This design comes from an exercise in tuning for small area and a short achievable clock period on the open sky130 flow, not from production work. Where RTL was checked, it was by simulation tests only, not by an equivalence proof against the original. For run 2, only the layout was checked, not whether the RTL still works. No activity file was given, so power comes from the tool's default toggle rates.

--- flow/config.mk ---
export PLATFORM = sky130hd
export DESIGN_NAME = fft_r2sdf_stage
export DESIGN_NICKNAME = fft_r2sdf_stage
export VERILOG_FILES = /design/flow/design.v
export SDC_FILE = /design/flow/constraint.sdc
export NUM_CORES = 4
export LEC_CHECK = 0
export ABC_CLOCK_PERIOD_IN_PS = 1000
export CAP_MARGIN = 20
export CORE_MARGIN = 2
export CORE_UTILIZATION = 65
export CTS_CLUSTER_DIAMETER = 70
export CTS_CLUSTER_SIZE = 30
export SETUP_SLACK_MARGIN = 3.2
export SLEW_MARGIN = 20
--- flow/constraint.sdc ---
create_clock -name core_clock -period 5.5 [get_ports {clk}]
set_input_delay 1.1000 -clock core_clock [delete_from_list [all_inputs] [get_ports {clk}]]
set_output_delay 1.1000 -clock core_clock [all_outputs]
set_load 0.01 [all_outputs]
--- flow/design.v ---
module fft_r2sdf_stage #(
  parameter int unsigned N_LOG2 = 8,
  parameter int unsigned STAGE  = 0,
  parameter int unsigned DW     = 16
) (
  input  logic          clk,
  input  logic          rst_n,
  input  logic          din_valid,
  input  logic          din_sop,
  input  logic [DW-1:0] din_re,
  input  logic [DW-1:0] din_im,
  output logic          dout_valid,
  output logic          dout_sop,
  output logic [DW-1:0] dout_re,
  output logic [DW-1:0] dout_im,
  output logic [15:0]   dout_theta
);
  localparam int unsigned D   = 2 ** (N_LOG2 - 1 - STAGE);
  localparam int unsigned CW  = N_LOG2 - STAGE;
  localparam int unsigned DW1 = DW + 1;
  logic [CW-1:0]         cnt;
  logic                  primed, rot_q;
  logic                  bfly, rot0;
  logic [15:0]           th_cnt;
  logic signed [DW-1:0]  a_re, a_im, neg_re, pre_re, pre_im, fil_re, fil_im;
  logic signed [DW-1:0]  sum_re, sum_im, dif_re, dif_im;
  logic signed [DW-1:0]  o_re, o_im, push_re, push_im;
  logic signed [DW-1:0]  dl_re [D];
  logic signed [DW-1:0]  dl_im [D];
  function automatic logic [DW-1:0] add_half(input logic [DW-1:0] x, input logic [DW-1:0] y,
                                             input logic ci);
    logic [DW-1:0] p, g, gg, pp, gn, pn, c;
    p  = x ^ y;
    g  = x & y;
    gg = g;
    pp = p;
    gg[0] = g[0] | (p[0] & ci);
    for (int d = 1; d < DW; d = d * 2) begin
      gn = gg;
      pn = pp;
      for (int i = d; i < DW; i++) begin
        gn[i] = gg[i] | (pp[i] & gg[i-d]);
        pn[i] = pp[i] & pp[i-d];
      end
      gg = gn;
      pp = pn;
    end
    c = {gg[DW-2:0], ci};
    add_half = {p[DW-1] ^ gg[DW-1], p[DW-1:1] ^ c[DW-1:1]};
  endfunction
  always_comb begin
    a_re   = dl_re[D-1];
    a_im   = dl_im[D-1];
    rot0   = rot_q;
    pre_re = rot0 ? a_im : a_re;
    for (int i = 0; i < DW; i++)
      neg_re[i] = a_re[i] ^ (|(a_re & DW'((1 << i) - 1)));
    pre_im = rot0 ? neg_re : a_im;
    th_cnt = '0;
    for (int i = 0; i < D; i++)
      if (cnt[CW-2:0] == (CW-1)'(i))
        th_cnt = 16'(-360 * ((i > D/2) ? i - D/2 : i));
    if (cnt[CW-1]) th_cnt = '0;
  end
  always_comb begin
    bfly     = cnt[CW-1] & ~din_sop;
    sum_re   = add_half(a_re, din_re, 1'b0);
    sum_im   = add_half(a_im, din_im, 1'b0);
    dif_re   = add_half(a_re, ~din_re, 1'b1);
    dif_im   = add_half(a_im, ~din_im, 1'b1);
    fil_re   = din_sop ? a_re : pre_re;
    fil_im   = din_sop ? a_im : pre_im;
    o_re     = bfly ? sum_re : fil_re;
    o_im     = bfly ? sum_im : fil_im;
    push_re  = bfly ? dif_re : din_re;
    push_im  = bfly ? dif_im : din_im;
  end
  always_ff @(posedge clk) begin
    if (din_valid) begin
      dl_re[0] <= push_re;
      dl_im[0] <= push_im;
      for (int unsigned i = 1; i < D; i++) begin
        dl_re[i] <= dl_re[i-1];
        dl_im[i] <= dl_im[i-1];
      end
    end
  end
  always_ff @(posedge clk) begin
    dout_re          <= o_re;
    dout_im          <= o_im;
    dout_theta[15:3] <= din_sop ? 13'd0 : th_cnt[15:3];
  end
  assign dout_theta[2:0] = 3'd0;   
  always_ff @(posedge clk or negedge rst_n) begin
    if (!rst_n) begin
      cnt        <= '0;
      primed     <= 1'b0;
      rot_q      <= 1'b0;
      dout_valid <= 1'b0;
      dout_sop   <= 1'b0;
    end else begin
      dout_valid <= din_valid & (bfly | primed);
      dout_sop   <= din_valid & ~din_sop & (cnt == CW'(D));
      if (din_valid) begin
        cnt <= din_sop ? CW'(1) : cnt + CW'(1);
        rot_q <= ~din_sop & ~cnt[CW-1] & (cnt[CW-2:0] >= (CW-1)'(D/2)) & (cnt[CW-2:0] != (CW-1)'(D-1));
        if (bfly) primed <= 1'b1;
      end
    end
  end
endmodule
--- flow/flow/run.sh ---
#!/bin/bash
# Standard ORFS layout with three changes:
#  - synthesis maps adders as plain logic (no full-adder cells) and runs a delay-oriented
#    ABC script (flow/synth.tcl, flow/abc_speed.script); registers are the standard ones;
#  - the port buffers are plain buffers instead of the delay cells buffer_ports picks.
#  - the clock tree is routed with non-default (wider-spaced) rules.
#  - all pins are placed on the middle of the left edge, so the datapath sits next to them.
set -euo pipefail
here=$(pwd)
export FLOW_ABC_SCRIPT=$here/flow/abc_speed.script
export FLOW_ABC_DONT_USE=$here/flow/abc_dont_use.txt
export BUFFER_PORTS_ARGS="-buffer_cell sky130_fd_sc_hd__buf_4"
export CTS_ARGS="-sink_clustering_enable -repair_clock_nets -sink_clustering_size 30 -sink_clustering_max_diameter 70 -apply_ndr full"
export PLACE_PINS_ARGS="-exclude top:* -exclude bottom:* -exclude right:* -exclude left:0-130 -exclude left:330-452"
bash standard.sh SYNTH_SCRIPT=$here/flow/synth.tcl ADDER_MAP_FILE= finish > standard.log 2>&1
--- flow/flow/abc_dont_use.txt ---
sky130_fd_sc_hd__maj3_* sky130_fd_sc_hd__or4* sky130_fd_sc_hd__nor4* sky130_fd_sc_hd__and4* sky130_fd_sc_hd__nand4* sky130_fd_sc_hd__*2111* sky130_fd_sc_hd__*311*
--- flow/flow/abc_speed.script ---
&get -n
&st
&syn2
&if -g -K 6
&synch2
&if -g -K 6
&synch2
&nf {D}
&put
buffer -c
upsize {D}
dnsize {D}
--- flow/flow/synth.tcl ---
# synth_recipe.tcl (the standard synthesis) with one change: ABC's logic mapping runs the
# delay-oriented script flow/abc_speed.script instead of ORFS's, and does not map to the
# slow complex cells listed in flow/abc_dont_use.txt. Registers are untouched.
proc synth {args} { yosys synth -nofsm -noshare {*}$args }
proc abc {args} {
  set i [lsearch -exact $args -script]
  if {$i >= 0} { set args [lreplace $args [expr {$i + 1}] [expr {$i + 1}] $::env(FLOW_ABC_SCRIPT)] }
  set f [open $::env(FLOW_ABC_DONT_USE)]
  foreach c [read $f] { lappend args -dont_use $c }
  close $f
  yosys abc {*}$args
}
source $::env(SCRIPTS_DIR)/synth.tcl
# left out here: clear keep_hierarchy, flatten, clean up, hide names made inside functions, write 1_2_yosys.v
--- flow/standard.sh ---
#!/bin/bash
# synth_recipe.tcl (not shown) runs the flow's synth.tcl, then flattens the netlist and writes it again
# the make line also repeats each setting of config.mk as NAME=value (left out here)
make -C /OpenROAD-flow-scripts/flow DESIGN_CONFIG=/design/flow/config.mk WORK_HOME=/design/flow/orfs CLKGATE_MAP_FILE= SYNTH_SCRIPT=/design/flow/synth_recipe.tcl "${@:-finish}"
==> results of run 1 <==
-- worst reg2reg max path, cell delays in order, from the launching register on --
cell,delay (ns)
dfrtp_4,0.60
and2_1,0.46
nand2_1,0.28
and3_1,0.26
o22ai_1,0.15
a21oi_1,0.06
and3_1,0.22
a31oi_1,0.20
-- power by group through the flow --
| stage | logic, W | clock network, W | registers [W] |
|---|---|---|---|
| after detailed placement | 0.00149 | 0 | 0.0381 |
| after global routing | 0.00181 | 0.0169 | 0.0375 |
| after floorplan | 0.000602 | 0 | 0.0377 |
| final | 0.00165 | 0.0153 | 0.0374 |
| after global placement | 0.00146 | 0 | 0.0381 |
| after CTS | 0.00160 | 0.0160 | 0.0374 |
-- worst max path at each step --
stage / from / end / slack [ns] / depth (start not counted)
finish: dout_sop / dout_sop / 3.08 / 1
global route: dout_valid / dout_valid / 2.99 / 1
CTS: dout_valid / dout_valid / 2.99 / 1
detailed placement: din_valid / dl_re[71][12] / 2.27 / 3
global placement: din_sop / dl_re[0][15] / 2.34 / 7
floorplan: din_im[7] / dl_im[0][14] / 2.81 / 7
-- kinds of logic (layout without fill, tap and decap cells) --
family	count (synthesis)	in the layout	synth area share, %
other	1	6	0.00288
and+or+nand+nor	483	483	1.72
muxes	14	14	0.109
DFF	4153	4153	95.3
AOI/OAI and AO/OA	395	395	1.92
xor gates and xnor gates	87	87	0.625
buffers and inverters	113	533	0.355
-- area by class of cell --
class | count | area share, %
Multi-Input combinational cell | 982 | 4.56
Clock inverter | 61 | 0.567
Sequential cell | 4153 | 87.4
Tap cell | 2656 | 2.34
Timing Repair Buffer | 270 | 1.91
Clock buffer | 195 | 3.21
Antenna cell | 3 | 0.00528
Inverter | 7 | 0.0185
-- per-layer routing --
layer	routed length (um)	part of all wire, %	vias to the layer above	global-route usage [%]
li1	-	-	21300	-
met1	89700	54	23900	29.4
met2	67200	40	812	20.4
met3	7160	4.3	254	2.87
met4	3450	2.1	18	3.80
met5	115	0.069	-	0
-- layout by cell type (no fill, tap or decap), types with 13 or more instances in the layout --
cell type  count
a21oi_1      108
a31oi_1       50
and3_1        17
buf_12        35
buf_4        177
buf_6         55
clkbuf_1      15
clkbuf_16    181
dfxtp_2       39
edfxtp_1    4096
nand2_1      156
nand2b_1      25
nand3_1       30
nor2_1       127
nor2b_1       31
nor3_1        16
o21ai_0       70
o22ai_1       15
xnor2_1       47
xnor2_4       13
xor2_1        16
-- timing repair --
item,CTS,global route
endpoints found under the setup margin,85,480
gates cloned,0,1
pin swaps,6,20
gates resized for setup,121,55
setup buffers,52,27
-- flip-flops by register name, indices dropped and copies added (netlist names) --
register    count
cnt             8
dl_im        2048
dl_re        2048
dout_im        16
dout_re        16
dout_sop        1
dout_theta     13
dout_valid      1
primed          1
rot_q           1
-- per-stage QoR --
stage	area [um^2]	hold slack, ns	utilization, %	cells	setup WS, ns
CTS	142000	0.0282	71.1	8296	2.99
finish	142000	0.112	71.3	8327	3.08
global route	142000	0.0541	71.3	8326	2.99
global placement	136000	0.400	68.0	7988	2.34
floorplan	131000	0.400	-	5248	2.81
detailed placement	136000	0.405	68.0	7988	2.27
==> summary.txt, run 1 <==
status complete, no violations; Power Density 382 mW/mm^2; hpwl dp 85.1 mm; EDFF count, synth 4,096; crit path max fanout 1; skew final about 0.026 ns; most frequent cell after synthesis edfxtp_1; Critical-path top delay cell dfrtp_1; CTS Buf Count 172; Internal Power 0.0438 W; Buf/Inv on CP 1; ys flop type edfxtp_1; multi-input combinational cell area 0.00649 mm^2; Async SR Flop Fraction 0.289%; Commonest cells post-synth edfxtp_1 (4,096), nand2_1 (160), nor2_1 (135), a21oi_1 (120), clkbuf_1 (80); Worst-Margin Slew 0.991 ns; post-layout min period 2.42 ns; Die H approximately 450 um; RD Place Congestion approximately 0.82; largest net degree at the start of global routing between 150 and 200; initial core utilization 65.4%; via count 46,300; initial antenna violation count 17; Lkg Pwr 47.0 nW; clock-pin slew on the worst setup and hold paths 0.09 ns; Syn-to-layout area delta 9.08%; delay-heaviest family, CP flip-flops; Ys Warns 4; synthesized flop and latch total 4,153; CTS tree built; fill count approximately 12,000; Startpoint Class flip-flop; critical path arrival 1.32 ns; vias per cell 5.57; FMAX 413 MHz; register area share after synthesis 95.3%; Psw roughly 0.011 W; synthesized area between 0.1 and 0.15 mm^2; Hold Buf Count CTS 0; clock sinks 4,153; HP Class in -> async; CTS H-tree lvls 4; worst path cell trace buf_6; register-to-register setup slack 3.18 ns; Yosys top cell area share a little over nine tenths; share of layout cells above drive strength 1 11.9%; Final Power 0.0543 W; Post-Syn Area per Cell 24.9 um^2; storage element area 0.124 mm^2; r2r endpoint dout_theta[10]; final WL about 170 mm; Final Hold Vio Count 0; total gr overflow 0; vias in the first global route 43,500; clock network fraction of design power between 20% and 30%; WL/cell 20.1 um; final setup fails 0; Mapped Cells approximately 5,200; Port Buffers 82; Final Cycle Share between 40% and 50%; root buffer cell clkbuf_16; leading area contributor after synthesis edfxtp_1; worst r2r src cnt[0]; first-pass GRT wire length 255 mm; DR DRC count 0; Clock Latency Late Sink between 0.8 and 0.9 ns; final antenna-violating net count 0; core area 0.199 mm^2; TNS Setup 0 ns; Iteration-0 DRC Markers 5,176; slowest stage delay, CP 0.39 ns; full die area 0.204 mm^2; Die W between 400 and 500 um; Final Net Count 5,622; Peak supply drop approximately 360 uV; Sw Share 19.4%; Synth area leaders edfxtp_1 (94%), dfxtp_1 (0.69%), a21oi_1 (0.46%); Top-Level Pins 86; Reg2Reg Depth 7; max_slew headroom 33.9%; share of power burned in registers between 60% and 70%; CP required 4.40 ns; RSZ-0062 raised after global routing yes; CP endpoint kind output pin; Rows 164; Critical Setup Path Class reg -> out; Max Cap Violations 0; Gate power share 3.0%; final number of max-transition violations 0; Total GRT Usage 16.2%; Yosys cell types between 70 and 80; Initial DRT Pass Iterations 5; Clock Path Buffers 3
==> inputs of run 2 (changes only) <==
--- a/flow/design.v
+++ b/flow/design.v
@@ -57,9 +57,10 @@
       neg_re[i] = a_re[i] ^ (|(a_re & DW'((1 << i) - 1)));
     pre_im = rot0 ? neg_re : a_im;
     th_cnt = '0;
-    for (int i = 0; i < D; i++)
-      if (cnt[CW-2:0] == (CW-1)'(i))
-        th_cnt = 16'(-360 * ((i > D/2) ? i - D/2 : i));
+    for (int i = 0; i < D/2; i++)
+      if (cnt[CW-3:0] == (CW-2)'(i))
+        th_cnt = 16'(-360 * i);
+    if (cnt[CW-2] && cnt[CW-3:0] == '0) th_cnt = 16'(-360 * (D/2));
     if (cnt[CW-1]) th_cnt = '0;
   end
   always_comb begin
==> flow/flow/run.sh (replaced) <==
#!/bin/bash
# Standard ORFS layout with three changes:
#  - synthesis maps adders as plain logic (no full-adder cells) and runs a delay-oriented
#    ABC script (flow/synth.tcl, flow/abc_speed.script); registers are the standard ones;
#  - the port buffers are plain buffers instead of the delay cells buffer_ports picks.
#  - all pins are placed on the middle of the left edge, so the datapath sits next to them.
set -euo pipefail
here=$(pwd)
export FLOW_ABC_SCRIPT=$here/flow/abc_speed.script
export FLOW_ABC_DONT_USE=$here/flow/abc_dont_use.txt
export BUFFER_PORTS_ARGS="-buffer_cell sky130_fd_sc_hd__buf_4"
export PLACE_PINS_ARGS="-exclude top:* -exclude bottom:* -exclude right:* -exclude left:0-130 -exclude left:330-452"
bash standard.sh SYNTH_SCRIPT=$here/flow/synth.tcl ADDER_MAP_FILE= finish > standard.log 2>&1
==> summary.txt, run 2 <==
Inst Count DP 7,783 (-2.6%); leading area contributor after synthesis edfxtp_1; Ys Warns 4 (unchanged); Post-Synth Simple-Gate Area 1.37% (-0.35 points); Mapped Cells 5,082 (-3.1%); worst path cell trace buf_6; Post-Synth Adder-Cell Area 0% (unchanged); final number of max-transition violations 0 (unchanged); Yosys top cell area share 95.0% (+0.66 points); max_slew headroom 30.9% (-3.1 points); Syn-to-layout area delta 8.86%; Max Cap Violations 0 (unchanged); Clock Path Buffers 3 (unchanged); DR DRC count 0 (unchanged); Post-Syn Area per Cell 25.5 um^2 (+2.5%); synthesized area 0.129 mm^2 (-0.70%); total gr overflow 0 (unchanged); Critical-path top delay cell dfrtp_1; initial antenna violation count 16 (-1); ys flop type edfxtp_1; Total GRT Usage 15.4% (-0.81 points); Synth Area in XOR/XNOR 0.674% (+0.049 points); largest family of logic cells by synthesized area compound AO/OA/AOI/OAI gates; full die area 0.203 mm^2 (-0.69%); Regs by FF count dl_im: 2048 flops, dl_re: 2048 flops; CTS tree built; share of layout cells above drive strength 1 11.7% (-0.14 points); vias per cell 5.48 (-1.6%); EDFF count, synth 4,096 (unchanged); worst r2r src dl_re[127][0]; Commonest cells post-synth edfxtp_1 (4,096), nand2_1 (137), nor2_1 (118), a21oi_1 (81), o21ai_0 (81); TNS Setup 0 ns (unchanged); Final Net Count 5,443 (-3.2%); RSZ-0062 raised after global routing yes; RD Place Congestion 0.805 (-2.3%); most frequent cells in the layout edfxtp_1 (4,096), clkbuf_16 (175), buf_4 (143); slowest stage delay, CP 0.41 ns (+0.02 ns); hpwl dp 78.7 mm (-7.5%); post-place setup slack 2.17 ns (-0.107 ns); root buffer cell clkbuf_16; fin util 71.3% (about the same); Top-Level Pins 86 (unchanged); fin cells 8,139 (-2.3%); CP required 4.40 ns (about the same); Die H 450 um (-0.35%); Final Power 0.0542 W (-0.15%); compound-gate portion of the synthesized area 1.62% (-0.31 points); storage element area 0.124 mm^2 (about the same); register-to-register setup slack 3.05 ns (-0.13 ns); Port Buffers 82 (unchanged); Lkg Pwr 46.6 nW (-0.85%); FMAX 406 MHz (-1.6%); clock sinks 4,153 (unchanged); vias in the first global route 41,600 (-4.4%); Worst Hold Path Cells 0; Iteration-0 DRC Markers 4,454 (-14%); most frequent cell after synthesis edfxtp_1; Yosys cell types 65 (-14%); CP endpoint kind output pin; CTS Buf Count 173 (+0.58%); delay-heaviest family, CP flip-flops; Crit. Startpoint dout_valid; via count 44,600 (-3.8%); final antenna-violating net count 0 (unchanged); CTS H-tree lvls 4 (unchanged); Critical Setup Path Class reg -> out; r2r endpoint dl_re[0][12]; clock-pin slew on the worst setup and hold paths 0.10 ns (about the same); final WL 156 mm (-6.7%); fill count 11,300 (-2.2%); initial core utilization 65.5% (+0.15 points); Worst Hold End dl_re[18][15]; skew final 0.0454 ns (+0.0196 ns); largest net degree at the start of global routing 181 (+2.8%); post-layout min period 2.46 ns (+0.0401 ns); Worst-Margin Slew 1.04 ns (+0.0458 ns); first-pass GRT wire length 242 mm (-5.1%); Startpoint Class flip-flop; WL/cell 19.2 um (-4.5%); Power Density 384 mW/mm^2 (+0.76%); mux cell area share after synthesis 0.0841% (-0.025 points); Die W 450 um (-0.35%); status complete, no violations; commonest non-fill, non-tap cell in the layout edfxtp_1; Peak supply drop 354 uV (-0.78%); Final Hold Vio Count 0 (unchanged); crit path max fanout 1 (unchanged); Buf/Inv on CP 1 (unchanged); synthesized flop and latch total 4,153 (unchanged); Final Cycle Share 44.7% (+0.73 points); HP Class reg -> reg; final setup fails 0 (unchanged); register area share after synthesis 95.9% (+0.67 points); Synth area leaders edfxtp_1 (95%), dfxtp_1 (0.70%), xnor2_1 (0.43%); Reg2Reg Depth 7 (unchanged); worst setup margin 3.04 ns (-0.0401 ns); Initial DRT Pass Iterations 5 (unchanged); core area 0.198 mm^2 (-0.92%); Rows 163 (-0.61%); multi-input combinational cell area 0.00558 mm^2 (-14%); Async SR Flop Fraction 0.289% (unchanged); Clock Latency Late Sink 0.85 ns (+0.02 ns); Worst Hold Launch dl_re[17][15]; critical path arrival 1.36 ns (+0.04 ns)
run 2: cell types whose count changed after synthesis, moves of 9 or more:
cell | before | now
a21oi_1 | 120 | 81
nand2_1 | 160 | 137
nand2b_1 | 31 | 11
nor2_1 | 135 | 118
a31oi_1 | 52 | 41
nor2b_1 | 43 | 32
clkbuf_1 | 80 | 71
mux2i_1 | 12 | 3
xor2_1 | 21 | 30
run 2: area by class of cell:
type	instances	share of cell area [%]
Clock inverter	81	0.624
Antenna cell	3	0.00533
Multi-Input combinational cell	829	3.96
Inverter	15	0.0399
Timing Repair Buffer	235	1.72
Clock buffer	183	3.13
Sequential cell	4153	88.2
Tap cell	2640	2.34
run 2: cells by family after synthesis:
group / Yosys count
flops: 4153
simple gates: 392
compound gates: 327
buf+inv: 102
xor+xnor: 97
mux: 10
other cells: 1
run 2: through the flow:
step	hold slack, ns	cell area (um^2)
global route	0.410	141000
finish	0.411	141000
floorplan	0.400	130000
detailed placement	0.405	134000
global placement	0.400	134000
CTS	0.401	140000
run 2: per-layer routing:
metal	vias to the layer above	track usage, %	share of wire (%)
li1	20700	-	-
met1	22900	28.4	54
met2	677	18.9	39
met3	250	2.72	4.2
met4	14	3.83	1.9
met5	-	0	0.059
run 2: timing repair:
action	4_1_cts	5_1_grt
hold buffers	1	0
endpoints found under the setup margin	88	90
hold endpoints to repair	1	0
buffers inserted	57	31
pin swaps	10	25
gates resized for setup	117	45
run 2: where the power goes:
part | internal (W) | switching [W] | total [W]
registers | 0.0368 | 0.000638 | 0.0374
logic | 0.000561 | 0.00114 | 0.00170
clock network | 0.00617 | 0.00888 | 0.0150
run 2: how the worst max path moves through the flow:
stage               depth (start not counted)            to
CTS                                         1      dout_sop
detailed placement                          8  dl_re[0][12]
floorplan                                   8  dl_re[0][12]
global placement                            8  dl_re[0][12]
finish                                      1    dout_valid
global route                                8  dl_re[0][12]
==> inputs of run 3 (changes only) <==
--- a/flow/design.v
+++ b/flow/design.v
@@ -80,10 +80,19 @@
     if (din_valid) begin
       dl_re[0] <= push_re;
       dl_im[0] <= push_im;
-      for (int unsigned i = 1; i < D; i++) begin
+      for (int unsigned i = 1; i < D - 1; i++) begin
         dl_re[i] <= dl_re[i-1];
         dl_im[i] <= dl_im[i-1];
       end
+    end
+  end
+  always_ff @(posedge clk or negedge rst_n) begin
+    if (!rst_n) begin
+      dl_re[D-1] <= '0;
+      dl_im[D-1] <= '0;
+    end else if (din_valid) begin
+      dl_re[D-1] <= dl_re[D-2];
+      dl_im[D-1] <= dl_im[D-2];
     end
   end
   always_ff @(posedge clk) begin
==> summary.txt, run 3 <==
core area 0.198 mm^2 (+0.10%); Initial DRT Pass Iterations 5 (unchanged); HP Class in -> async; Final Power 0.0549 W (+1.3%); hpwl dp 80.8 mm (+2.6%); synthesized flop and latch total 4,153 (unchanged); Worst-Margin Slew 1.00 ns (-0.0322 ns); Port Buffers 82 (unchanged); Final Cycle Share 44.7% (about the same); slowest stage delay, CP 0.41 ns (about the same); Rows 163 (unchanged); Clock Latency Late Sink 0.84 ns (about the same); Max Cap Violations 0 (unchanged); register-to-register setup slack 3.13 ns (+0.08 ns); root buffer cell clkbuf_16; Die W 451 um (about the same); GR Layer Usage met3 3.23% (+0.51 points); Top-Level Pins 86 (unchanged); vias in the first global route 42,200 (+1.4%); initial core utilization 65.5% (about the same); met2 Use GR 20.0% (+1.2 points); initial antenna violation count 14 (-2); RSZ-0062 raised after global routing yes; TNS Setup 0 ns (unchanged); Peak supply drop 357 uV (+0.86%); DR DRC count 0 (unchanged); share of layout cells above drive strength 1 12.4% (+0.65 points); CTS H-tree lvls 4 (unchanged); Synth area leaders edfxtp_1 (94%), dfrtp_1 (0.85%), dfxtp_1 (0.69%); RD Place Congestion 0.814 (+1.1%); Lkg Pwr 46.8 nW (+0.41%); status complete, no violations; Critical Path Stages 1 (unchanged); Critical Setup Path Class reg -> out; FMAX 406 MHz (about the same); Final Hold Vio Count 0 (unchanged); Syn-to-layout area delta 9.03%; commonest non-fill, non-tap cell in the layout edfxtp_1; worst path cell trace buf_6; Commonest cells post-synth edfxtp_1 (4,064), nand2_1 (138), nor2_1 (118), clkbuf_1 (84); skew final 0.0234 ns (-0.0220 ns); critical path arrival 1.36 ns (about the same); final WL 160 mm (+2.5%); Async SR Flop Fraction 1.06% (+0.77 points); synthesized area 0.130 mm^2 (+0.16%); largest net degree at the start of global routing 160 (-12%); most frequent cell after synthesis edfxtp_1; final antenna-violating net count 0 (unchanged); Total GRT Usage 15.7% (+0.30 points); Reg2Reg Depth 8 (+1); first-pass GRT wire length 247 mm (+2.1%); via count 44,800 (+0.52%); CTS Buf Count 173 (unchanged); met1 Track Usage GR 28.0% (-0.42 points); r2r endpoint dout_re[12]; final setup fails 0 (unchanged); Critical-path top delay cell dfxtp_4; final number of max-transition violations 0 (unchanged); Yosys top cell area share 94.1% (-0.89 points); Mapped Cells 5,129 (+0.92%); WL/cell 19.6 um (+2.1%); Buf/Inv on CP 1 (unchanged); busiest grt layer met1; Die H 451 um (about the same); Startpoint Class flip-flop; Iteration-0 DRC Markers 4,547 (+2.1%); leading area contributor after synthesis edfxtp_1; Clock Path Buffers 3 (unchanged); CTS tree built; Yosys cell types 67 (+3.1%); delay-heaviest family, CP flip-flops; vias per cell 5.48 (about the same); clock sinks 4,153 (unchanged); Post-Syn Area per Cell 25.3 um^2 (-0.76%); CP required 4.40 ns (about the same); worst r2r src dl_re[127][0]; Final Net Count 5,467 (+0.44%); CP endpoint kind output pin; post-layout min period 2.46 ns (-0.00117 ns); total gr overflow 0 (unchanged); Regs by FF count dl_im: 2048 flops, dl_re: 2048 flops; ys flop type edfxtp_1; Ys Warns 4 (unchanged); register area share after synthesis 95.7% (-0.28 points); full die area 0.203 mm^2 (+0.16%); max_slew headroom 33.0% (+2.1 points); most frequent cells in the layout edfxtp_1 (4,064), clkbuf_16 (176), nand2_1 (134); crit path max fanout 1 (unchanged); clock-pin slew on the worst setup and hold paths 0.11 ns (about the same); EDFF count, synth 4,064 (-0.78%); Power Density 388 mW/mm^2 (+0.97%)
-- run 3: changes by cell type after synthesis, sizes merged, moves of 3 or more --
cell	before	now
dfrtp	12	44
o21ai	84	88
edfxtp	4096	4064
clkbuf	71	85
mux2	7	36
a21oi	81	84
buf	16	13
-- run 3: per-layer routing --
layer | up-vias | share of wire (%)
met3 | 221 | 4.6
met2 | 670 | 40
li1 | 20900 | -
met1 | 23100 | 53
met5 | - | 0.080
met4 | 20 | 1.8
-- run 3: logic make-up (layout without fill, tap and decap cells) --
| logic type | Yosys count | after routing | share of synthesized area [%] |
|---|---|---|---|
| other cells | 1 | 5 | 0.00289 |
| simple gates | 390 | 390 | 1.36 |
| mux | 39 | 39 | 0.336 |
| compound gates | 333 | 333 | 1.63 |
| buf+inv | 115 | 515 | 0.354 |
| xor+xnor | 98 | 98 | 0.668 |
| flops | 4153 | 4153 | 95.7 |
-- run 3: where the power goes --
group / switching (W) / total (W) / internal (W)
clock: 0.00885 / 0.0153 / 0.00649
combinational: 0.00129 / 0.00201 / 0.000725
sequential: 0.000740 / 0.0375 / 0.0368
-- run 3: per-stage QoR --
stage | utilization (%) | hold WS (ns) | cells | instance area (um^2) | setup WS (ns)
after floorplan | - | 0.400 | 5131 | 130000 | 2.58
after global placement | 68.2 | 0.400 | 7850 | 135000 | 2.18
after detailed placement | 68.2 | 0.405 | 7850 | 135000 | 2.17
after CTS | 71.2 | 0.268 | 8142 | 141000 | 2.95
after global routing | 71.5 | 0.308 | 8172 | 141000 | 2.96
final | 71.5 | 0.314 | 8173 | 141000 | 3.04
-- run 3: worst max path at each step --
stage | startpoint | endpoint | slack (ns)
detailed placement | din_re[5] | dl_re[0][12] | 2.17
CTS | dout_re[13] | dout_re[13] | 2.95
finish | dout_re[13] | dout_re[13] | 3.04
global placement | din_re[5] | dl_re[0][12] | 2.18
global route | dout_re[11] | dout_re[11] | 2.96
floorplan | din_re[6] | dl_re[0][12] | 2.58
-- run 3: layout make-up --
type | instances | area, um^2
inverters | 17 | 63.8
flip-flops and latches | 4153 | 124000
diodes | 2 | 5.00
fillers | 11400 | 56400
repair buffers | 223 | 2410
clock inverters | 76 | 940
multi-input cells | 863 | 5980
clock buffers | 199 | 4500
well taps | 2640 | 3300
-- run 3: what timing repair did --
item                                    in CTS  in global routing
hold buffers                                 0                  0
gates cloned                                 0                  1
pin swaps                                   10                 25
resized for setup                          139                 66
setup buffers                               17                 28
endpoints found under the setup margin      90                 84
==> inputs of run 4 (changes only) <==
--- a/flow/config.mk
+++ b/flow/config.mk
@@ -11,5 +11,5 @@
 export CORE_UTILIZATION = 65
 export CTS_CLUSTER_DIAMETER = 70
 export CTS_CLUSTER_SIZE = 30
-export SETUP_SLACK_MARGIN = 3.2
+export SETUP_SLACK_MARGIN = 3.05
 export SLEW_MARGIN = 20
==> summary.txt, run 4 <==
max_slew headroom 30.2% (-2.8 points); clock sinks 4,153 (unchanged); final number of max-transition violations 0 (unchanged); Initial DRT Pass Iterations 5 (unchanged); Clock Path Buffers 3 (unchanged); Total GRT Usage 15.4% (-0.27 points); Gate power share 3.3% (-0.4 points); synthesized flop and latch total 4,153 (unchanged); Sw Share 19.7% (-0.098 points); most frequent cells in the layout edfxtp_1 (4,064), clkbuf_16 (182), nand2_1 (135); Syn-to-layout area delta 8.30%; DR DRC count 0 (unchanged); RSZ-0062 raised after global routing yes; Ys Warns 4 (unchanged); Top-Level Pins 86 (unchanged); slowest stage delay, CP 0.38 ns (-0.03 ns); root buffer cell clkbuf_16; delay-heaviest family, CP flip-flops; share of power burned in registers 68.4% (about the same); first-pass GRT wire length 242 mm (-1.8%); Async SR Flop Fraction 1.06% (unchanged); commonest non-fill, non-tap cell in the layout edfxtp_1; Yosys cell types 67 (unchanged); full die area 0.203 mm^2 (unchanged); most frequent cell after synthesis edfxtp_1; total gr overflow 0 (unchanged); clock-pin slew on the worst setup and hold paths 0.10 ns (about the same); Buf/Inv on CP 1 (unchanged); skew final 0.0266 ns (+0.00322 ns); Peak supply drop 359 uV (+0.60%); CTS tree built; Final Hold Vio Count 0 (unchanged); HP Class in -> async; Psw 0.0108 W (-0.44%); clock network fraction of design power 28.3% (+0.4 points); WL/cell 19.6 um (-0.31%); status complete, no violations; critical path arrival 1.31 ns (-0.05 ns); hpwl dp 80.0 mm (-1.0%); Clock Latency Late Sink 0.82 ns (-0.02 ns); TNS Setup 0 ns (unchanged); CTS Buf Count 173 (unchanged); Mapped Cells 5,129 (unchanged); Power Density 391 mW/mm^2 (+0.72%); Final Net Count 5,406 (-1.1%); Regs by FF count dl_im: 2048 flops, dl_re: 2048 flops; via count 44,700 (-0.37%); CP endpoint kind output pin; Port Buffers 82 (unchanged); Commonest cells post-synth edfxtp_1 (4,064), nand2_1 (138), nor2_1 (118), clkbuf_1 (84); CTS H-tree lvls 4 (unchanged); worst path cell trace buf_6; crit path max fanout 1 (unchanged); Internal Power 0.0441 W (+0.17%); CP required 4.40 ns (about the same); initial antenna violation count 6 (-8); Critical Setup Path Class reg -> out; Final Power 0.0549 W (about the same); register area share after synthesis 95.7% (unchanged); initial core utilization 65.5% (unchanged); Die W 451 um (unchanged); Rows 163 (unchanged); leading area contributor after synthesis edfxtp_1; Lkg Pwr 46.4 nW (-0.92%); final antenna-violating net count 0 (unchanged); FMAX 414 MHz (+1.9%); synthesized area 0.130 mm^2 (unchanged); Startpoint Class flip-flop; vias in the first global route 41,700 (-1.2%); Max Cap Violations 0 (unchanged); final setup fails 0 (unchanged); largest net degree at the start of global routing 178 (+11%); Yosys top cell area share 94.1% (unchanged); fill count 11,500 (+0.65%); worst setup margin 3.09 ns (+0.0454 ns); met1 Track Usage GR 28.0% (+0.054 points); GR Layer Usage met3 2.73% (-0.50 points); final WL 159 mm (-1.1%); Final Cycle Share 43.9% (-0.82 points); post-layout min period 2.41 ns (-0.0454 ns); Worst-Margin Slew 1.05 ns (+0.0426 ns); busiest grt layer met1; ys flop type edfxtp_1; Iteration-0 DRC Markers 4,739 (+4.2%); RD Place Congestion 0.804 (-1.2%); core area 0.198 mm^2 (unchanged); post-place setup slack 2.20 ns (+0.0331 ns); Critical-path top delay cell dfxtp_2; met2 Use GR 19.4% (-0.64 points); Die H 451 um (unchanged); Post-Syn Area per Cell 25.3 um^2 (unchanged); EDFF count, synth 4,064 (unchanged); vias per cell 5.51 (+0.41%); share of layout cells above drive strength 1 10.6% (-1.8 points); Synth area leaders edfxtp_1 (94%), dfrtp_1 (0.85%), dfxtp_1 (0.69%)
==> run 4: cell counts after synthesis <==
No cell type changed its count.
==> run 4: layout make-up <==
type	count	area (um^2)	share of cell area, %
diodes	3	7.51	0.00535
multi-input cells	863	5710	4.07
flip-flops and latches	4153	124000	88.4
clock buffers	198	4610	3.29
repair buffers	162	1690	1.20
inverters	17	63.8	0.0454
clock inverters	73	918	0.654
well taps	2640	3300	2.35
==> run 4: routing by layer <==
metal  vias to the layer above  routed length [um]
li1                      20700                   -
met1                     23100               85700
met2                       639               63300
met3                       216                6260
met4                         8                3280
met5                         -                  63
==> run 4: path summary, 6_finish.rpt <==
kind	from	endpoint	slack (ns)	cells after the start
setup / recovery	dout_theta[3]	dout_theta[3]	3.09	1
hold / removal	rst_n	cnt[7]	0.32	1
setup reg to reg	dl_re[127][0]	dout_re[12]	3.13	8
hold reg to reg	dl_im[16][10]	dl_im[17][10]	0.41	0
max in group asynchronous	rst_n	dl_re[127][8]	4.64	1
min in group core_clock	dl_im[16][10]	dl_im[17][10]	0.41	0
==> run 4: cells by family (layout without fill, tap and decap cells) <==
group,Yosys count,after routing,share of synthesized area (%)
AO/OA/AOI/OAI,333,333,1.63
XOR/XNOR,98,98,0.668
buffers and inverters,115,450,0.354
flip-flops,4153,4153,95.7
multiplexers,39,39,0.336
other,1,6,0.00289
AND/OR/NAND/NOR,390,390,1.36
==> run 4: through the flow <==
step | util (%) | std cells | hold WS, ns | area, um^2
detailed placement | 68.0 | 7823 | 0.405 | 134000
global placement | 68.0 | 7823 | 0.400 | 134000
global route | 71.0 | 8106 | 0.304 | 140000
CTS | 70.9 | 8097 | 0.261 | 140000
finish | 71.0 | 8109 | 0.321 | 140000
floorplan | - | 5131 | 0.400 | 130000
==> run 4: timing repair <==
item / CTS / global route
hold buffers: 0 / 0
endpoints found under the setup margin: 46 / 46
pin swaps: 1 / 5
gates resized for setup: 82 / 34
gates cloned: 0 / 0
setup buffers: 3 / 9
==> run 4: power by group through the flow <==
stage / sequential, W / clock (W) / combinational [W]
5_1_grt: 0.0377 / 0.0172 / 0.00204
2_1_floorplan: 0.0378 / 0 / 0.000882
3_3_place_gp: 0.0382 / 0 / 0.00176
6_report: 0.0375 / 0.0155 / 0.00184
3_5_place_dp: 0.0382 / 0 / 0.00179
4_1_cts: 0.0376 / 0.0162 / 0.00183
==> inputs of run 5 (changes only) <==
--- a/flow/config.mk
+++ b/flow/config.mk
@@ -9,7 +9,7 @@
 export CAP_MARGIN = 20
 export CORE_MARGIN = 2
 export CORE_UTILIZATION = 65
-export CTS_CLUSTER_DIAMETER = 70
+export CTS_CLUSTER_DIAMETER = 80
 export CTS_CLUSTER_SIZE = 30
 export SETUP_SLACK_MARGIN = 3.05
 export SLEW_MARGIN = 20
==> summary.txt, run 5 <==
status complete, no violations; DR DRC count 0 (unchanged); HP Class in -> async; TNS Setup 0 ns (unchanged); Top-Level Pins 86 (unchanged); first-pass GRT wire length 242 mm (-0.27%); synthesized area 0.130 mm^2 (unchanged); total gr overflow 0 (unchanged); fin cells 8,059 (-0.62%); largest net degree at the start of global routing 178 (unchanged); Yosys top cell area share 94.1% (unchanged); CTS tree built; initial antenna violation count 7 (+1); ys flop type edfxtp_1; core area 0.198 mm^2 (unchanged); CP required 6.06 ns (+1.66 ns); Async SR Flop Fraction 1.06% (unchanged); Worst-Margin Slew 1.01 ns (-0.0375 ns); final WL 158 mm (-0.14%); Lkg Pwr 46.0 nW (-0.87%); register-to-register setup slack 3.09 ns (-0.04 ns); clock sinks 4,153 (unchanged); Synth Area in XOR/XNOR 0.668% (unchanged); full die area 0.203 mm^2 (unchanged); compound-gate portion of the synthesized area 1.63% (unchanged); post-layout min period 2.41 ns (-0.00722 ns); mux cell area share after synthesis 0.336% (unchanged); Regs by FF count dl_im: 2048 flops, dl_re: 2048 flops; Ys Warns 4 (unchanged); clock-pin slew on the worst setup and hold paths 0.10 ns (about the same); crit path max fanout 9 (+8); EDFF count, synth 4,064 (unchanged); Mapped Cells 5,129 (unchanged); synthesized flop and latch total 4,153 (unchanged); Iteration-0 DRC Markers 4,995 (+5.4%); skew final 0.0322 ns (+0.00562 ns); CTS H-tree lvls 4 (unchanged); initial core utilization 65.5% (unchanged); Peak supply drop 321 uV (-11%); via count 44,600 (-0.12%); RD Place Congestion 0.804 (unchanged); commonest non-fill, non-tap cell in the layout edfxtp_1; Psw 0.0104 W (-3.9%); final antenna-violating net count 0 (unchanged); Post-Syn Area per Cell 25.3 um^2 (unchanged); Max Cap Violations 0 (unchanged); largest family of logic cells by synthesized area compound AO/OA/AOI/OAI gates; share of layout cells above drive strength 1 9.56% (-1.0 points); most frequent cell after synthesis edfxtp_1; Total GRT Usage 15.3% (-0.059 points); most frequent cells in the layout edfxtp_1 (4,064), clkbuf_16 (172), nand2_1 (135); Critical Setup Path Class reg -> reg; Final Net Count 5,399 (-0.13%); Port Buffers 82 (unchanged); Final Cycle Share 43.8% (-0.13 points); slowest stage delay, CP 0.52 ns (+0.14 ns); vias per cell 5.53 (+0.50%); RSZ-0062 raised after global routing yes; Syn-to-layout area delta 7.64%; worst path cell trace inv_1 > o21ai_0 > a21oi_2 > o211ai_4 > a41oi_4 > o31ai_2 > mux2_1; Internal Power 0.0433 W (-1.8%); Critical-path top delay cell dfrtp_2; Buf/Inv on CP 1 (unchanged); final setup fails 0 (unchanged); Rows 163 (unchanged); share of power burned in registers 69.9% (+1.5 points); vias in the first global route 41,500 (-0.45%); Power Density 385 mW/mm^2 (-1.6%); leading area contributor after synthesis edfxtp_1; hpwl dp 80.0 mm (unchanged); final number of max-transition violations 0 (unchanged); root buffer cell clkbuf_16; delay-heaviest family, CP compound AO/OA/AOI/OAI gates; Gate power share 3.4% (about the same); Clock Latency Late Sink 0.81 ns (about the same); clock network fraction of design power 26.7% (-1.6 points); FMAX 415 MHz (+0.30%); Sw Share 19.4% (-0.33 points); Startpoint Class flip-flop; Synth area leaders edfxtp_1 (94%), dfrtp_1 (0.85%), dfxtp_1 (0.69%); Post-Synth Adder-Cell Area 0% (unchanged); register area share after synthesis 95.7% (unchanged); Clock Path Buffers 3 (unchanged); Initial DRT Pass Iterations 5 (unchanged); CTS Buf Count 162 (-6.4%); Final Hold Vio Count 0 (unchanged); Inst Count DP 7,823 (unchanged); Die W 451 um (unchanged); WL/cell 19.6 um (+0.48%); Commonest cells post-synth edfxtp_1 (4,064), nand2_1 (138), nor2_1 (118), clkbuf_1 (84); Post-Synth Simple-Gate Area 1.36% (unchanged); max_slew headroom 32.7% (+2.5 points); Yosys cell types 67 (unchanged); CP endpoint kind flip-flop; Die H 451 um (unchanged); critical path arrival 2.97 ns (+1.66 ns)
==> run 5: worst paths after layout <==
check / cells past startpoint / start / end
worst min-delay path: 1 / rst_n / rot_q
worst max register to register: 7 / dl_re[127][1] / dl_re[0][12]
worst min register to register: 0 / dl_im[1][12] / dl_im[2][12]
min in group core_clock: 0 / dl_im[1][12] / dl_im[2][12]
max in group asynchronous: 1 / rst_n / dl_im[127][5]
worst max-delay path: 7 / dl_re[127][1] / dl_re[0][12]
==> run 5: layer usage <==
layer / part of all wire [%] / global-route usage (%) / routed length, um / vias up
li1: - / - / - / 20600
met1: 54 / 28.2 / 85300 / 23000
met2: 40 / 19.3 / 63100 / 751
met3: 4.4 / 2.64 / 6890 / 216
met4: 1.9 / 3.42 / 3030 / 8
met5: 0.040 / 0 / 63 / -
==> run 5: power by group through the flow <==
stage / clock network, W / registers, W / logic, W
2_1_floorplan: 0 / 0.0378 / 0.000882
3_3_place_gp: 0 / 0.0382 / 0.00176
3_5_place_dp: 0 / 0.0382 / 0.00179
4_1_cts: 0.0150 / 0.0376 / 0.00181
5_1_grt: 0.0160 / 0.0377 / 0.00203
6_report: 0.0143 / 0.0375 / 0.00183
==> run 5: through the flow <==
step / cell area [um^2] / hold slack [ns] / worst slack [ns] / utilization, % / total power (W)
final: 140000 / 0.340 / 3.09 / 70.6 / 0.0537
after global routing: 140000 / 0.325 / 2.98 / 70.6 / 0.0557
after CTS: 139000 / 0.294 / 2.99 / 70.4 / 0.0544
after detailed placement: 134000 / 0.405 / 2.20 / 68.0 / 0.0400
after global placement: 134000 / 0.400 / 2.21 / 68.0 / 0.0400
after floorplan: 130000 / 0.400 / 2.58 / - / 0.0387
==> run 5: kinds of logic (layout without fill, tap and decap cells) <==
group / count (synthesis) / in the layout
AOI/OAI and AO/OA: 333 / 333
xor gates and xnor gates: 98 / 98
buffers and inverters: 115 / 400
DFF: 4153 / 4153
muxes: 39 / 39
other: 1 / 6
and+or+nand+nor: 390 / 390
==> run 5: area by class of cell <==
type / instances / area, um^2
Sequential cell: 4153 / 124000
Tap cell: 2640 / 3300
Antenna cell: 3 / 7.51
Clock inverter: 20 / 307
Multi-Input combinational cell: 863 / 5720
Fill cell: 11500 / 58200
Inverter: 17 / 67.6
Clock buffer: 197 / 4400
Timing Repair Buffer: 166 / 1670
==> run 5: what timing repair did <==
| item | CTS | global route |
|---|---|---|
| hold buffers | 0 | 0 |
| pin swaps | 2 | 4 |
| setup endpoints to repair | 39 | 43 |
| setup buffers | 1 | 15 |
| hold endpoints to repair | 0 | 0 |
| gates resized for setup | 62 | 33 |
==> inputs of run 6 (changes only) <==
--- a/flow/config.mk
+++ b/flow/config.mk
@@ -9,7 +9,7 @@
 export CAP_MARGIN = 20
 export CORE_MARGIN = 2
 export CORE_UTILIZATION = 65
-export CTS_CLUSTER_DIAMETER = 80
+export CTS_CLUSTER_DIAMETER = 70
 export CTS_CLUSTER_SIZE = 30
-export SETUP_SLACK_MARGIN = 3.05
+export SETUP_SLACK_MARGIN = 2.98
 export SLEW_MARGIN = 20
==> summary.txt, run 6 <==
Final Hold Vio Count 0 (unchanged); Async SR Flop Fraction 1.06% (unchanged); Syn-to-layout area delta 8.26%; Die W 451 um (unchanged); final antenna-violating net count 0 (unchanged); Startpoint Class flip-flop; compound-gate portion of the synthesized area 1.63% (unchanged); Final Power 0.0548 W (+2.1%); initial core utilization 65.5% (unchanged); first-pass GRT wire length 242 mm (+0.18%); FMAX 400 MHz (-3.8%); Commonest cells post-synth edfxtp_1 (4,064), nand2_1 (138), nor2_1 (118), clkbuf_1 (84); synthesized area 0.130 mm^2 (unchanged); Total GRT Usage 15.4% (+0.052 points); Clock Latency Late Sink 0.83 ns (+0.02 ns); ys flop type edfxtp_1; commonest non-fill, non-tap cell in the layout edfxtp_1; Yosys top cell area share 94.1% (unchanged); Critical Setup Path Class reg -> out; Port Buffers 82 (unchanged); Synth area leaders edfxtp_1 (94%), dfrtp_1 (0.85%), dfxtp_1 (0.69%); Regs by FF count dl_im: 2048 flops, dl_re: 2048 flops; Yosys cell types 67 (unchanged); Post-Syn Area per Cell 25.3 um^2 (unchanged); status complete, no violations; initial antenna violation count 15 (+8); register area share after synthesis 95.7% (unchanged); Final Cycle Share 45.5% (+1.7 points); max_slew headroom 29.7% (-3.0 points); crit path max fanout 1 (-8); via count 44,800 (+0.36%); DR DRC count 0 (unchanged); CTS Buf Count 173 (+6.8%); share of layout cells above drive strength 1 10.2% (+0.66 points); Lkg Pwr 46.4 nW (+0.89%); most frequent cells in the layout edfxtp_1 (4,064), clkbuf_16 (185), nand2_1 (135); full die area 0.203 mm^2 (unchanged); leading area contributor after synthesis edfxtp_1; Critical-path top delay cell dfrtp_2; CTS tree built; Post-Synth Simple-Gate Area 1.36% (unchanged); final hold slack 0.328 ns (-0.0124 ns); CP endpoint kind output pin; slowest stage delay, CP 0.45 ns (-0.07 ns); Initial DRT Pass Iterations 5 (unchanged); worst path cell trace buf_6; Post-Synth Adder-Cell Area 0% (unchanged); total gr overflow 0 (unchanged); Ys Warns 4 (unchanged); skew final 0.0471 ns (+0.0149 ns); Critical Path Stages 1 (-6); vias in the first global route 41,600 (+0.17%); most frequent cell after synthesis edfxtp_1; Peak supply drop 316 uV (-1.8%); mux cell area share after synthesis 0.336% (unchanged); final instance area 0.140 mm^2 (+0.57%); post-layout min period 2.50 ns (+0.0944 ns); Final Net Count 5,412 (+0.24%); r2r endpoint dl_re[0][12]; hpwl dp 80.4 mm (+0.52%); Power Density 391 mW/mm^2 (+1.5%); HP Class in -> async; TNS Setup 0 ns (unchanged); worst r2r src dl_re[127][5]; register-to-register setup slack 3.03 ns (-0.06 ns); CTS H-tree lvls 4 (unchanged); delay-heaviest family, CP flip-flops; vias per cell 5.51 (-0.42%); Max Cap Violations 0 (unchanged); Buf/Inv on CP 1 (unchanged); clock-pin slew on the worst setup and hold paths 0.10 ns (about the same); Reg2Reg Depth 7 (unchanged); CP required 4.40 ns (-1.66 ns); WL/cell 19.4 um (-1.1%); critical path arrival 1.40 ns (-1.57 ns); synthesized flop and latch total 4,153 (unchanged); Clock Path Buffers 3 (unchanged); clock sinks 4,153 (unchanged); Cell Area, Placed 0.135 mm^2 (about the same); Die H 451 um (unchanged); Rows 163 (unchanged); root buffer cell clkbuf_16; RSZ-0062 raised after global routing yes; final WL 158 mm (-0.31%); final number of max-transition violations 0 (unchanged); final setup fails 0 (unchanged); largest net degree at the start of global routing 180 (+1.1%); largest family of logic cells by synthesized area compound AO/OA/AOI/OAI gates; Mapped Cells 5,129 (unchanged); Top-Level Pins 86 (unchanged); RD Place Congestion 0.825 (+2.6%); Iteration-0 DRC Markers 4,865 (-2.6%); Synth Area in XOR/XNOR 0.668% (unchanged); core area 0.198 mm^2 (unchanged); EDFF count, synth 4,064 (unchanged); Worst-Margin Slew 1.06 ns (+0.0450 ns)
run 6: where the power goes:
part	switching [W]	internal [W]	leakage, nW
clock network	0.00879	0.00669	2.68
registers	0.000760	0.0368	40.7
logic	0.00121	0.000597	3.03
run 6: repair_timing:
| action | CTS | global route |
|---|---|---|
| resized for setup | 33 | 34 |
| buffers inserted | 0 | 9 |
| endpoints found under the setup margin | 28 | 32 |
| hold buffers | 0 | 0 |
| pin swaps | 1 | 3 |
run 6: worst max path at each step:
stage / from / endpoint / slack, ns
finish: dout_sop / dout_sop / 3.00
global route: dout_sop / dout_sop / 2.94
CTS: dout_sop / dout_sop / 2.92
detailed placement: din_re[5] / dl_re[0][12] / 2.23
global placement: din_re[5] / dl_re[0][12] / 2.21
floorplan: din_re[6] / dl_re[0][12] / 2.58
run 6: metal layers:
layer  vias up  GRT usage (%)  wire length, um
met1     23000           28.2            84100
met4         4           3.67             3080
met5         -              0               29
li1      20700              -                -
met3       226           3.02             8360
met2       779           19.0            62300
run 6: cell families after synthesis:
family                 after synthesis
XOR/XNOR                            98
flip-flops                        4153
AO/OA/AOI/OAI                      333
multiplexers                        39
other                                1
buffers and inverters              115
AND/OR/NAND/NOR                    390
run 6: layout make-up:
| cell class | instances | area [um^2] |
|---|---|---|
| Sequential cell | 4153 | 124000 |
| Fill cell | 11500 | 57400 |
| Multi-Input combinational cell | 863 | 5650 |
| Clock buffer | 203 | 4710 |
| Tap cell | 2640 | 3300 |
| Timing Repair Buffer | 168 | 1720 |
| Clock inverter | 73 | 828 |
| Inverter | 17 | 63.8 |
| Antenna cell | 5 | 12.5 |
run 6: through the flow:
step,worst slack (ns),instances,util [%]
floorplan,2.58,5131,-
global placement,2.21,7832,68.0
detailed placement,2.23,7832,68.0
CTS,2.92,8108,70.9
global route,2.94,8118,71.0
finish,3.00,8122,71.0
==> inputs of run 7 (changes only) <==
--- a/flow/flow/run.sh
+++ b/flow/flow/run.sh
@@ -1,8 +1,8 @@
 #!/bin/bash
-# Standard ORFS layout with three changes:
+# Standard ORFS layout with four changes:
 #  - synthesis maps adders as plain logic (no full-adder cells) and runs a delay-oriented
 #    ABC script (flow/synth.tcl, flow/abc_speed.script); registers are the standard ones;
-#  - the port buffers are plain buffers instead of the delay cells buffer_ports picks.
+#  - the port buffers are plain buffers instead of the delay cells buffer_ports picks;
 #  - all pins are placed on the middle of the left edge, so the datapath sits next to them.
 set -euo pipefail
 here=$(pwd)
--- a/flow/config.mk
+++ b/flow/config.mk
@@ -9,7 +9,8 @@
 export CAP_MARGIN = 20
 export CORE_MARGIN = 2
 export CORE_UTILIZATION = 65
+export CTS_BUF_LIST = sky130_fd_sc_hd__clkbuf_8 sky130_fd_sc_hd__clkbuf_16
 export CTS_CLUSTER_DIAMETER = 70
 export CTS_CLUSTER_SIZE = 30
-export SETUP_SLACK_MARGIN = 2.98
+export SETUP_SLACK_MARGIN = 3.05
 export SLEW_MARGIN = 20
==> summary.txt, run 7 <==
status complete, no violations; Critical-path top delay cell dfxtp_2; Commonest cells post-synth edfxtp_1 (4,064), nand2_1 (138), nor2_1 (118), clkbuf_1 (84); most frequent cell after synthesis edfxtp_1; delay-heaviest family, CP flip-flops; Port Buffers 82 (unchanged); core area 0.198 mm^2 (unchanged); root buffer cell clkbuf_16; total gr overflow 0 (unchanged); Gate power share 3.3% (about the same); WL/cell 19.6 um (+0.65%); multi-input combinational cell area 0.00571 mm^2 (+1.2%); Ys Warns 4 (unchanged); Cell Area, Placed 0.134 mm^2 (about the same); crit path max fanout 1 (unchanged); storage element area 0.124 mm^2 (about the same); Iteration-0 DRC Markers 4,721 (-3.0%); fin util 71.0% (about the same); RSZ-0062 raised after global routing yes; final WL 159 mm (+0.49%); EDFF count, synth 4,064 (unchanged); Critical Setup Path Class reg -> out; skew final 0.0267 ns (-0.0204 ns); first-pass GRT wire length 242 mm (about the same); leading area contributor after synthesis edfxtp_1; Syn-to-layout area delta 8.30% (about the same); Synth area leaders edfxtp_1 (94%), dfrtp_1 (0.85%), dfxtp_1 (0.69%); RD Place Congestion 0.804 (-2.5%); Psw 0.0108 W (+0.77%); full die area 0.203 mm^2 (unchanged); Top-Level Pins 86 (unchanged); final setup fails 0 (unchanged); worst r2r src dl_re[127][5]; commonest non-fill, non-tap cell in the layout edfxtp_1; Reg2Reg Depth 7 (unchanged); Regs by FF count dl_im: 2048 flops, dl_re: 2048 flops; CTS tree built; Internal Power 0.0441 W (about the same); Lkg Pwr 46.4 nW (+0.13%); Rows 163 (unchanged); final number of max-transition violations 0 (unchanged); Buf/Inv on CP 1 (unchanged); Die W 451 um (unchanged); register-to-register setup slack 3.13 ns (+0.10 ns); CP endpoint kind output pin; final antenna-violating net count 0 (unchanged); Clock Path Buffers 3 (unchanged); fill count 11,500 (-0.59%); Worst-Margin Slew 1.07 ns (+0.0176 ns); DR DRC count 0 (unchanged); Sw Share 19.8% (+0.13 points); Power Density 391 mW/mm^2 (about the same); Die H 451 um (unchanged); Final Net Count 5,406 (-0.11%); vias in the first global route 41,700 (+0.29%); CTS H-tree lvls 4 (unchanged); Yosys top cell area share 94.1% (unchanged); clock network fraction of design power 28.3% (about the same); ys flop type edfxtp_1; fin cells 8,109 (-0.16%); r2r endpoint dl_re[0][14]; clock-pin slew on the worst setup and hold paths 0.10 ns (about the same); post-layout min period 2.41 ns (-0.0877 ns); Async SR Flop Fraction 1.06% (unchanged); initial core utilization 65.5% (unchanged); Post-Syn Area per Cell 25.3 um^2 (unchanged); FMAX 414 MHz (+3.6%); Final Hold Vio Count 0 (unchanged); final instance area 0.140 mm^2 (about the same); share of power burned in registers 68.4% (about the same); synthesized area 0.130 mm^2 (unchanged); Startpoint Class flip-flop; HP Class in -> async; slowest stage delay, CP 0.38 ns (-0.07 ns); Peak supply drop 360 uV (+14%); worst path cell trace buf_6; vias per cell 5.51 (about the same); initial antenna violation count 6 (-9); critical path arrival 1.31 ns (-0.09 ns); CP required 4.40 ns (about the same); share of layout cells above drive strength 1 10.6% (+0.37 points); Hold Buf Count CTS 0 (unchanged); register area share after synthesis 95.7% (unchanged); largest net degree at the start of global routing 178 (-1.1%); Total GRT Usage 15.4% (about the same); Yosys cell types 67 (unchanged); Max Cap Violations 0 (unchanged); Inst Count DP 7,823 (-0.11%); Initial DRT Pass Iterations 5 (unchanged); hpwl dp 80.0 mm (-0.52%); TNS Setup 0 ns (unchanged); most frequent cells in the layout edfxtp_1 (4,064), clkbuf_16 (182), nand2_1 (135); CTS Buf Count 173 (unchanged); Mapped Cells 5,129 (unchanged); max_slew headroom 28.5% (-1.2 points); Clock Latency Late Sink 0.82 ns (about the same); via count 44,700 (-0.22%); Final Cycle Share 43.9% (-1.6 points); clock sinks 4,153 (unchanged); synthesized flop and latch total 4,153 (unchanged)
-- run 7: kinds of logic (layout without fill, tap and decap cells) --
group	Yosys count	count (layout)	share of synthesized area, %
AO/OA/AOI/OAI	333	333	1.63
XOR/XNOR	98	98	0.668
buffers and inverters	115	450	0.354
flip-flops	4153	4153	95.7
multiplexers	39	39	0.336
other	1	6	0.00289
AND/OR/NAND/NOR	390	390	1.36
-- run 7: worst max path at each step --
stage / startpoint / end / slack [ns] / depth (start not counted)
after floorplan: din_re[6] / dl_re[0][12] / 2.58 / 8
after global placement: din_re[5] / dl_re[0][12] / 2.21 / 8
after detailed placement: din_re[5] / dl_re[0][12] / 2.20 / 8
after CTS: dl_re[127][5] / dl_re[0][12] / 2.97 / 7
after global routing: dout_theta[9] / dout_theta[9] / 3.01 / 1
final: dout_theta[3] / dout_theta[3] / 3.09 / 1
-- run 7: repair_timing --
| action | 4_1_cts | 5_1_grt |
|---|---|---|
| setup endpoints to repair | 46 | 46 |
| setup buffers | 3 | 9 |
| cloned | 0 | 0 |
| pin swaps | 1 | 5 |
| gates resized for setup | 82 | 34 |
-- run 7: cell type report --
class | instances | area share (%)
repair buffers | 162 | 1.20
well taps | 2640 | 2.35
multi-input cells | 863 | 4.07
flip-flops and latches | 4153 | 88.4
clock buffers | 182 | 3.24
inverters | 17 | 0.0454
diodes | 3 | 0.00535
clock inverters | 89 | 0.697
-- run 7: stage by stage --
step | hold WS, ns | setup WS (ns) | power [W]
5_1_grt | 0.304 | 3.01 | 0.0570
3_5_place_dp | 0.405 | 2.20 | 0.0400
2_1_floorplan | 0.400 | 2.58 | 0.0387
4_1_cts | 0.261 | 2.97 | 0.0556
3_3_place_gp | 0.400 | 2.21 | 0.0400
6_report | 0.324 | 3.09 | 0.0549
-- run 7: power by group through the flow --
stage          combinational, W  clock [W]  sequential [W]
2_1_floorplan          0.000882          0          0.0378
5_1_grt                 0.00204     0.0172          0.0377
3_3_place_gp            0.00176          0          0.0382
4_1_cts                 0.00183     0.0162          0.0376
3_5_place_dp            0.00179          0          0.0382
6_report                0.00184     0.0155          0.0375
-- run 7: per-layer routing --
metal	global-route usage, %	share of wire, %	vias up
met5	0	0.040	-
li1	-	-	20700
met3	2.73	4.0	215
met4	3.71	2.1	8
met2	19.4	40	704
met1	28.0	54	23000
==> inputs of run 8 (changes only) <==
--- a/flow/config.mk
+++ b/flow/config.mk
@@ -9,7 +9,6 @@
 export CAP_MARGIN = 20
 export CORE_MARGIN = 2
 export CORE_UTILIZATION = 65
-export CTS_BUF_LIST = sky130_fd_sc_hd__clkbuf_8 sky130_fd_sc_hd__clkbuf_16
 export CTS_CLUSTER_DIAMETER = 70
 export CTS_CLUSTER_SIZE = 30
 export SETUP_SLACK_MARGIN = 3.05
==> summary.txt, run 8 <==
status complete, no violations; Yosys top cell area share 94.1% (unchanged); Crit. Startpoint dout_theta[3]; Clock Latency Late Sink 0.82 ns (about the same); share of layout cells above drive strength 1 10.6% (unchanged); worst r2r src dl_re[127][0]; HP Class in -> async; hpwl dp 80.0 mm (unchanged); CTS tree built; Peak supply drop 359 uV (about the same); total gr overflow 0 (unchanged); crit path max fanout 1 (unchanged); final number of max-transition violations 0 (unchanged); Die W 451 um (unchanged); Yosys cell types 67 (unchanged); Final Hold Vio Count 0 (unchanged); multi-input combinational cell area 0.00571 mm^2 (unchanged); Post-Syn Area per Cell 25.3 um^2 (unchanged); max_slew headroom 30.2% (+1.7 points); Synth area leaders edfxtp_1 (94%), dfrtp_1 (0.85%), dfxtp_1 (0.69%); skew final 0.0266 ns (-0.000158 ns); Lkg Pwr 46.4 nW (-0.14%); most frequent cells in the layout edfxtp_1 (4,064), clkbuf_16 (182), nand2_1 (135); DR DRC count 0 (unchanged); Critical-path top delay cell dfxtp_2; RD Place Congestion 0.804 (unchanged); initial antenna violation count 6 (unchanged); leading area contributor after synthesis edfxtp_1; ys flop type edfxtp_1; fill count 11,500 (unchanged); vias per cell 5.51 (about the same); full die area 0.203 mm^2 (unchanged); delay-heaviest family, CP flip-flops; fin cells 8,109 (unchanged); TNS Setup 0 ns (unchanged); Critical Setup Path Class reg -> out; via count 44,700 (-0.022%); largest net degree at the start of global routing 178 (unchanged); RSZ-0062 raised after global routing yes; synthesized flop and latch total 4,153 (unchanged); Top-Level Pins 86 (unchanged); storage element area 0.124 mm^2 (unchanged); post-layout min period 2.41 ns (+0.000490 ns); FMAX 414 MHz (about the same); Buf/Inv on CP 1 (unchanged); slowest stage delay, CP 0.38 ns (about the same); Die H 451 um (unchanged); Total GRT Usage 15.4% (about the same); Mapped Cells 5,129 (unchanged); clock sinks 4,153 (unchanged); Worst-Margin Slew 1.05 ns (-0.0252 ns); final WL 159 mm (about the same); final antenna-violating net count 0 (unchanged); Async SR Flop Fraction 1.06% (unchanged); initial core utilization 65.5% (unchanged); Inst Count DP 7,823 (unchanged); worst path cell trace buf_6; first-pass GRT wire length 242 mm (about the same); Ys Warns 4 (unchanged); commonest non-fill, non-tap cell in the layout edfxtp_1; Initial DRT Pass Iterations 5 (unchanged); Port Buffers 82 (unchanged); most frequent cell after synthesis edfxtp_1; CP endpoint kind output pin; final hold slack 0.321 ns (-0.00307 ns); register area share after synthesis 95.7% (unchanged); Rows 163 (unchanged); CTS Buf Count 173 (unchanged); vias in the first global route 41,700 (-0.0072%); EDFF count, synth 4,064 (unchanged); Clock Path Buffers 3 (unchanged); Hold Buf Count CTS 0 (unchanged); Syn-to-layout area delta 8.30% (unchanged); CTS H-tree lvls 4 (unchanged); Final Net Count 5,406 (unchanged); synthesized area 0.130 mm^2 (unchanged); Final Cycle Share 43.9% (about the same); clock-pin slew on the worst setup and hold paths 0.10 ns (about the same); WL/cell 19.6 um (about the same); Max Cap Violations 0 (unchanged); critical path arrival 1.31 ns (about the same); Startpoint Class flip-flop; Regs by FF count dl_im: 2048 flops, dl_re: 2048 flops; root buffer cell clkbuf_16; final setup fails 0 (unchanged); Power Density 391 mW/mm^2 (about the same); core area 0.198 mm^2 (unchanged); Commonest cells post-synth edfxtp_1 (4,064), nand2_1 (138), nor2_1 (118), clkbuf_1 (84); CP required 4.40 ns (about the same); Iteration-0 DRC Markers 4,739 (+0.38%)
run 8: cell type report:
class	instances	share of cell area (%)
Timing Repair Buffer	162	1.20
Sequential cell	4153	88.4
Multi-Input combinational cell	863	4.07
Inverter	17	0.0454
Tap cell	2640	2.35
Clock inverter	73	0.654
Clock buffer	198	3.29
Antenna cell	3	0.00535
run 8: final timing paths:
path / end / slack [ns] / cells after the start
worst max-delay path: dout_theta[3] / 3.09 / 1
worst min-delay path: cnt[7] / 0.32 / 1
worst max register to register: dout_re[12] / 3.13 / 8
worst min register to register: dl_im[17][10] / 0.41 / 0
max in group asynchronous: dl_re[127][8] / 4.64 / 1
min in group core_clock: dl_im[17][10] / 0.41 / 0
run 8: kinds of logic (layout without fill, tap and decap cells):
kind of cell / count (synthesis) / count (layout) / share of synthesized area [%]
AO/OA/AOI/OAI: 333 / 333 / 1.63
flip-flops: 4153 / 4153 / 95.7
other: 1 / 6 / 0.00289
AND/OR/NAND/NOR: 390 / 390 / 1.36
multiplexers: 39 / 39 / 0.336
buffers and inverters: 115 / 450 / 0.354
XOR/XNOR: 98 / 98 / 0.668
run 8: report_power, final:
| part | internal, W | switching [W] |
|---|---|---|
| clock | 0.00667 | 0.00886 |
| combinational | 0.000620 | 0.00122 |
| sequential | 0.0368 | 0.000755 |
run 8: through the flow:
step	instance area [um^2]	setup slack [ns]	power (W)	util, %
2_1_floorplan	130000	2.58	0.0387	-
3_3_place_gp	134000	2.21	0.0400	68.0
3_5_place_dp	134000	2.20	0.0400	68.0
4_1_cts	140000	2.97	0.0557	70.9
5_1_grt	140000	3.01	0.0570	71.0
6_report	140000	3.09	0.0549	71.0
run 8: timing repair:
item / 4_1_cts / 5_1_grt
setup buffers: 3 / 9
resized for setup: 82 / 34
pin swaps: 1 / 5
setup endpoints to repair: 46 / 46
gates cloned: 0 / 0
run 8: metal layers:
metal / part of all wire (%) / GRT usage (%)
met5: 0.040 / 0
met4: 2.1 / 3.71
met3: 3.9 / 2.73
met2: 40 / 19.4
met1: 54 / 28.0

## port drivers added, routing unchanged
The flow's constraints put no driver on any port. The routed layouts listed below were extracted and timed again, unchanged, in two steps.
Step 1 sets driving cells, clkbuf_16 on the clock port and buf_2 on the other inputs (assumed; they add their load-dependent delay and slew).
Step 2 also shifts input and output timing later by t, the mid clock arrival at the registers, as if the neighbouring blocks saw the same clock.
Three values: no drivers, after step 1, after step 2; two values: the first two.
run | t, ns | slack for setup (ns) | worst setup path after step 2 | latest minus earliest clock arrival (ns) | pins driven straight from the clock port
run 1 | 0.886 | 3.079 / 3.003 / 2.393 | input to register | 0.032 / 0.032 | 1
run 2 | 0.902 | 3.039 / 2.963 / 2.192 | input to register | 0.047 / 0.046 | 1
run 3 | 0.894 | 3.040 / 2.979 / 2.363 | input to register | 0.036 / 0.036 | 1
run 4 | 0.872 | 3.085 / 3.022 / 2.327 | input to register | 0.030 / 0.030 | 1
run 5 | 0.857 | 3.093 / 3.030 / 2.332 | input to register | 0.038 / 0.038 | 1
run 6 | 0.889 | 2.998 / 2.917 / 2.266 | input to register | 0.048 / 0.048 | 1
run 7 | 0.871 | 3.086 / 3.023 / 2.296 | input to register | 0.031 / 0.031 | 1
run 8 | 0.872 | 3.085 / 3.022 / 2.327 | input to register | 0.030 / 0.030 | 1
After both steps setup and hold are still met in every run listed. The setup slack of run 2, which loses most, moves by -0.076 ns with the drivers and by -0.847 ns with both steps.
